Source: an optimization exercise on an open RTL-to-GDS flow (aim: small area, a short achievable clock period and few clock cycles). Production flows keep margins and buffers that such runs may drop. Only simulation tests tie the RTL to the original design; equivalence was not proved.

pepper:
Design md_ctrl, start of the top module:
module md_ctrl (
   input  logic        clk,
   input  logic        rst_n,
   input  logic        md_start,
   input  logic [1:0]  md_op,
   input  logic [31:0] md_a,
   input  logic [31:0] md_b,
   input  logic        md_flush,
   input  logic        md_rd_hi,
   input  logic        md_rd_lo,
   input  logic        md_wr_hi,
   input  logic        md_wr_lo,
   output logic        md_stall,
   output logic        md_busy,
   output logic        md_done,
   output logic [31:0] hi,
   output logic [31:0] lo
);
Size: about 21,000 µm² of cells after synthesis.
Settings: LEC_CHECK=0, ABC_AREA=1, CAP_MARGIN=20, CORE_MARGIN=2, CORE_UTILIZATION=40, SETUP_SLACK_MARGIN=5, SLEW_MARGIN=20; clock period 12.0 ns.
run.sh (not shown) runs the stock make flow with config.mk's settings and CLKGATE_MAP_FILE= SYNTH_SCRIPT=/design/flow/synth_recipe.tcl, a recipe that flattens the netlist after the stock synthesis.
Testbench counts of pepper, summed over its fixed seeds: cycles 28,416.
What onyx does differently from pepper at the input level:
Settings: putting ABC_CLOCK_PERIOD_IN_PS at 6000 where nothing was set; clearing ABC_AREA, which used to be 1.
==> flow/flow/run.sh (new file) <==
#!/bin/bash
set -euo pipefail
bash standard.sh SETUP_SLACK_MARGIN=6 finish > make_finish.log 2>&1
==> flow/standard.sh (new file) <==
#!/bin/bash
# synth_recipe.tcl (not shown) runs the flow's synth.tcl, then flattens the netlist and writes it again
# the make line also repeats each setting of config.mk as NAME=value (left out here)
make -C /OpenROAD-flow-scripts/flow DESIGN_CONFIG=/design/flow/config.mk WORK_HOME=/design/flow/orfs CLKGATE_MAP_FILE= SYNTH_SCRIPT=/design/flow/synth_recipe.tcl "${@:-finish}"
removed: flow/run.sh
Results
- On via density per instance: between onyx and pepper, it ends up lower for pepper.
- For final non-filler cell area, dividing the value from onyx by the value from pepper gives 1.17.
- Between onyx and pepper, it is onyx whose post-synthesis sequential area ratio is lower, by 0.52 points.
- Comparing onyx and pepper, the lower arrival time at the worst endpoint was measured on onyx.
- The first-iteration DRC count of onyx was superior to that of pepper.
- In the metrics for onyx and pepper, the one carrying the higher synthesis-to-layout area growth is onyx.
- In the flow results for onyx and pepper, the number of detailed-route iterations in the first pass is larger on pepper.
- Diff pepper -> onyx | clock buffer count | increase of 5
- pepper fits on a die that is smaller than the die of onyx.
- Summary of the comparison: routed wire length is higher in onyx, relative to pepper.
Inputs modified between onyx and quartz:
==> flow/run.sh (new file) <==
#!/bin/bash
# synth_recipe.tcl (not shown) runs the flow's synth.tcl, then flattens the netlist and writes it again
# the make line also repeats each setting of config.mk as NAME=value (left out here)
make -C /OpenROAD-flow-scripts/flow DESIGN_CONFIG=/design/flow/config.mk WORK_HOME=/design/flow/orfs CLKGATE_MAP_FILE= SYNTH_SCRIPT=/design/flow/synth_recipe.tcl finish
removed: flow/flow/run.sh
removed: flow/standard.sh
Notes after the runs:
Lower post-cts repair resize count among onyx and quartz: quartz
quartz reports its start point of the critical path as lo_q[10]$_DFFE_PN0P_ while onyx reports lo_q[28]$_DFFE_PN0P_.
Compared to onyx, quartz shows a narrower setup margin.

md_ctrl, a different RTL version from the one above (not shown whole).
Size in the first run: roughly 140 flip-flops, about 21000 sq um of cells after synthesis.
==> flow/design.v (excerpt) <==
module md_ctrl (
   input  logic        clk,
   input  logic        rst_n,
   input  logic        md_start,
   input  logic [1:0]  md_op,
   input  logic [31:0] md_a,
   input  logic [31:0] md_b,
   input  logic        md_flush,
   input  logic        md_rd_hi,
   input  logic        md_rd_lo,
   input  logic        md_wr_hi,
   input  logic        md_wr_lo,
   output logic        md_stall,
   output logic        md_busy,
   output logic        md_done,
   output logic [31:0] hi,
   output logic [31:0] lo
);
   logic        busy_q, done_q;
   logic        st_mul_q, st_nega_q, st_prep_q, st_div_q, st_corr_q, st_fixq_q, st_fixr_q;
   logic [4:0]  cnt_q;
   logic        sgn_q, sa_q, sb_q, hx_q;
   logic [3:0]  one_q, two_q, neg_q;
   logic        top1_q;
   logic [31:0] hi_q, lo_q, b_q;
   logic        accept, signed_op;
   assign accept    = !busy_q && md_start && !md_flush;
   assign signed_op = !md_op[0];
   function automatic logic [11:0] booth8(input logic [7:0] y8, input logic ym1);
      logic [8:0] y;
      y = {y8, ym1};
      for (int i = 0; i < 4; i++) begin
         booth8[i]     = y[2*i] ^ y[2*i+1];
         booth8[4 + i] = (y[2*i+2] & ~y[2*i+1] & ~y[2*i]) | (~y[2*i+2] & y[2*i+1] & y[2*i]);
         booth8[8 + i] = y[2*i+2] & ~(y[2*i+1] & y[2*i]);
      end
   endfunction
   function automatic logic [5:0] lzc32(input logic [31:0] x);
      lzc32 = 6'd32;
      for (int i = 0; i < 32; i++) if (x[i]) lzc32 = 31 - i;
   endfunction
   logic [33:0] dp_x;
   logic        dp_cin;
   logic [41:0] dp_sum;
   logic        last;
   assign last   = (cnt_q == 5'd0);
   assign dp_cin = st_nega_q | st_fixq_q | st_fixr_q;
   logic        xs_a_q, xs_c_q;
  ...
clock: 12.0 ns
lec_check: 0
abc_area: 1
cap_margin: 5
core_margin: 2
core_utilization: 40
cts_buf_list: sky130_fd_sc_hd__clkbuf_8
setup_slack_margin: 5
slew_margin: 5
standard.sh (not shown) runs the stock make flow with config.mk's settings and CLKGATE_MAP_FILE= SYNTH_SCRIPT=/design/flow/synth_recipe.tcl, a recipe that flattens the netlist after the stock synthesis.
==> flow/flow/run.sh <==
#!/bin/bash
set -euo pipefail
bash standard.sh SETUP_SLACK_MARGIN=6.2 "BUFFER_PORTS_ARGS=-buffer_cell sky130_fd_sc_hd__buf_1" finish > make_finish.log 2>&1
The baseline completed with no timing, DRC or antenna violations.
Testbench counts at the start, summed over its fixed seeds: cycles 28,931.
==> next run, changes <==
==> flow/flow/run.sh (replaced) <==
#!/bin/bash
set -euo pipefail
bash standard.sh SETUP_SLACK_MARGIN=6.5 "BUFFER_PORTS_ARGS=-buffer_cell sky130_fd_sc_hd__buf_1" finish > make_finish.log 2>&1
Settings changed: CAP_MARGIN 5 to 20, CTS_BUF_LIST sky130_fd_sc_hd__clkbuf_8 to not set, SLEW_MARGIN 5 to 20.
Effect: Via count came out higher slightly. Die area stays the same.
==> next run, changes <==
==> flow/flow/run.sh (replaced) <==
#!/bin/bash
set -euo pipefail
bash standard.sh SETUP_SLACK_MARGIN=6.0 "BUFFER_PORTS_ARGS=-buffer_cell sky130_fd_sc_hd__buf_1" finish > make_finish.log 2>&1
After rerunning: The new run passed the timing, design-rule and antenna checks; final cell count decreases slightly; routed wire length decreases slightly; non-clock buffer count decreases by 32; worst hold slack got worse by 0.0057 ns; global-route usage decreases by 0.18 points; clock skew barely changes; core utilization decreases by 2.0 points.
==> next run, changes <==
==> flow/flow/run.sh (replaced) <==
#!/bin/bash
set -euo pipefail
bash standard.sh SETUP_SLACK_MARGIN=6.2 "BUFFER_PORTS_ARGS=-buffer_cell sky130_fd_sc_hd__buf_1" finish > make_finish.log 2>&1
The new run completed without violations.
Routed wire length hardly moves.
Global-route usage is about the same.
Clock skew is about the same.
Die area is unchanged.
Non-clock buffer count went up by 10.
Worst hold slack hardly moves.
Design area went up slightly.

Another version of the RTL of md_ctrl (not shown whole).
For scale: roughly 3100 cells after synthesis, about 140 flip-flops, roughly 140 I/O pins, roughly 21000 um^2 of cells after synthesis.
export LEC_CHECK = 0
export ABC_AREA = 1
export CAP_MARGIN = 20
export CORE_MARGIN = 2
export CORE_UTILIZATION = 60
export SETUP_SLACK_MARGIN = 5
export SLEW_MARGIN = 20
create_clock -name core_clock -period 12.0 [get_ports {clk}]
run.sh (not shown) runs the stock make flow with config.mk's settings and CLKGATE_MAP_FILE= SYNTH_SCRIPT=/design/flow/synth_recipe.tcl, a recipe that flattens the netlist after the stock synthesis.
Stock flow here: none of the scripts above is used.
Testbench counts at the start, summed over its fixed seeds: cycles 28,931.
Change:
==> flow/flow/run.sh (new file) <==
#!/bin/bash
set -euo pipefail
bash standard.sh SETUP_SLACK_MARGIN=6.2 "BUFFER_PORTS_ARGS=-buffer_cell sky130_fd_sc_hd__buf_1" finish > make_finish.log 2>&1
==> flow/standard.sh (new file) <==
#!/bin/bash
# synth_recipe.tcl (not shown) runs the flow's synth.tcl, then flattens the netlist and writes it again
# the make line also repeats each setting of config.mk as NAME=value (left out here)
make -C /OpenROAD-flow-scripts/flow DESIGN_CONFIG=/design/flow/config.mk WORK_HOME=/design/flow/orfs CLKGATE_MAP_FILE= SYNTH_SCRIPT=/design/flow/synth_recipe.tcl "${@:-finish}"
--- a/flow/config.mk
+++ b/flow/config.mk
@@ -9,5 +9,5 @@
 export CAP_MARGIN = 20
 export CORE_MARGIN = 2
-export CORE_UTILIZATION = 60
+export CORE_UTILIZATION = 40
 export SETUP_SLACK_MARGIN = 5
 export SLEW_MARGIN = 20
removed: flow/run.sh
Effect: Final area is higher by about 2.7%. Flip-flop and latch count is unchanged. Worst setup slack improved by 1.1 ns. Critical path depth went up by 3. Synthesized area is unchanged. Sequential share of layout area went down by 0.39 points.
Change:
==> flow/flow/run.sh (replaced) <==
#!/bin/bash
set -euo pipefail
bash standard.sh SETUP_SLACK_MARGIN=6.4 finish > make_finish.log 2>&1
=> The changed run finished clean. Utilization came out higher by 3.2 points. Synthesized cell count does not change.
Change:
==> flow/run.sh (new file) <==
#!/bin/bash
# synth_recipe.tcl (not shown) runs the flow's synth.tcl, then flattens the netlist and writes it again
# the make line also repeats each setting of config.mk as NAME=value (left out here)
make -C /OpenROAD-flow-scripts/flow DESIGN_CONFIG=/design/flow/config.mk WORK_HOME=/design/flow/orfs CLKGATE_MAP_FILE= SYNTH_SCRIPT=/design/flow/synth_recipe.tcl finish
removed: flow/flow/run.sh
removed: flow/standard.sh
The new run produced a clean layout.
Via count fell by a few percent.
Core utilization fell by 3.6 points.
Wire length fell by a few percent.
Area after synthesis stays the same.
Change:
==> flow/flow/run.sh (new file) <==
#!/bin/bash
set -euo pipefail
bash standard.sh SETUP_SLACK_MARGIN=5.8 finish > make_finish.log 2>&1
==> flow/standard.sh (new file) <==
#!/bin/bash
# synth_recipe.tcl (not shown) runs the flow's synth.tcl, then flattens the netlist and writes it again
# the make line also repeats each setting of config.mk as NAME=value (left out here)
make -C /OpenROAD-flow-scripts/flow DESIGN_CONFIG=/design/flow/config.mk WORK_HOME=/design/flow/orfs CLKGATE_MAP_FILE= SYNTH_SCRIPT=/design/flow/synth_recipe.tcl "${@:-finish}"
removed: flow/run.sh
Via count went up by 1.0%.
Count of clock-buffer cells in the layout decreases by 2.
First-iteration DRC count grows by 3.0%.
Wire length barely changes.
Core utilization is higher by 0.57 points.
Design area came out higher by 1.3%.
Worst setup slack gains 0.68 ns.
Fmax climbs by 11%.
Critical path depth came out lower by 1.

## re-timing with driven ports
How much do the figures lean on ideal ports? The routed layouts below were timed once more, with nothing changed but the port constraints. Step 1: set_driving_cell puts a clkbuf_16 on clk and a buf_2 on each other input, an assumption about the parent block. Step 2, shift: input delay + t, output delay - t, t = (earliest + latest rising clock arrival at the registers) / 2. This alone moves slack from input paths to output paths. a / b / c = no drivers / after step 1 / after step 2; a / b = the first two.
run | t, ns | slack for setup (ns) | worst setup path after step 2 | latest minus earliest clock arrival (ns) | slew at the worst register clock pin (ns)
pepper | 0.548 | 4.949 / 4.949 / 4.949 | register to register | 0.022 / 0.023 | 0.08 / 0.08
onyx | 0.550 | 5.251 / 5.251 / 5.251 | register to register | 0.012 / 0.013 | 0.07 / 0.07
quartz | 0.556 | 5.063 / 5.063 / 5.063 | register to register | 0.013 / 0.012 | 0.08 / 0.08
the first run of note 2 | 0.621 | 6.359 / 6.359 / 5.984 | input to register | 0.022 / 0.021 | 0.10 / 0.10
the second run of note 2 | 0.543 | 6.501 / 6.501 / 6.205 | input to register | 0.014 / 0.014 | 0.08 / 0.08
the third run of note 2 | 0.550 | 6.221 / 6.221 / 5.952 | input to register | 0.014 / 0.015 | 0.08 / 0.08
the fourth run of note 2 | 0.552 | 6.316 / 6.316 / 5.957 | input to register | 0.015 / 0.014 | 0.08 / 0.08
the first run of note 3 | 0.497 | 5.193 / 5.193 / 5.193 | register to register | 0.012 / 0.012 | 0.07 / 0.07
the second run of note 3 | 0.528 | 6.340 / 6.340 / 6.050 | input to register | 0.011 / 0.011 | 0.07 / 0.07
the third run of note 3 | 0.544 | 6.402 / 6.402 / 6.066 | input to register | 0.023 / 0.023 | 0.08 / 0.08
the fourth run of note 3 | 0.536 | 5.412 / 5.412 / 5.412 | register to register | 0.011 / 0.011 | 0.07 / 0.07
the fifth run of note 3 | 0.532 | 6.087 / 6.087 / 5.642 | input to register | 0.022 / 0.022 | 0.08 / 0.08
After both steps every run listed still meets setup and hold. For the fifth run of note 3, which loses most, drivers alone change the setup slack by 0.000 ns; drivers and shift together by -0.445 ns.
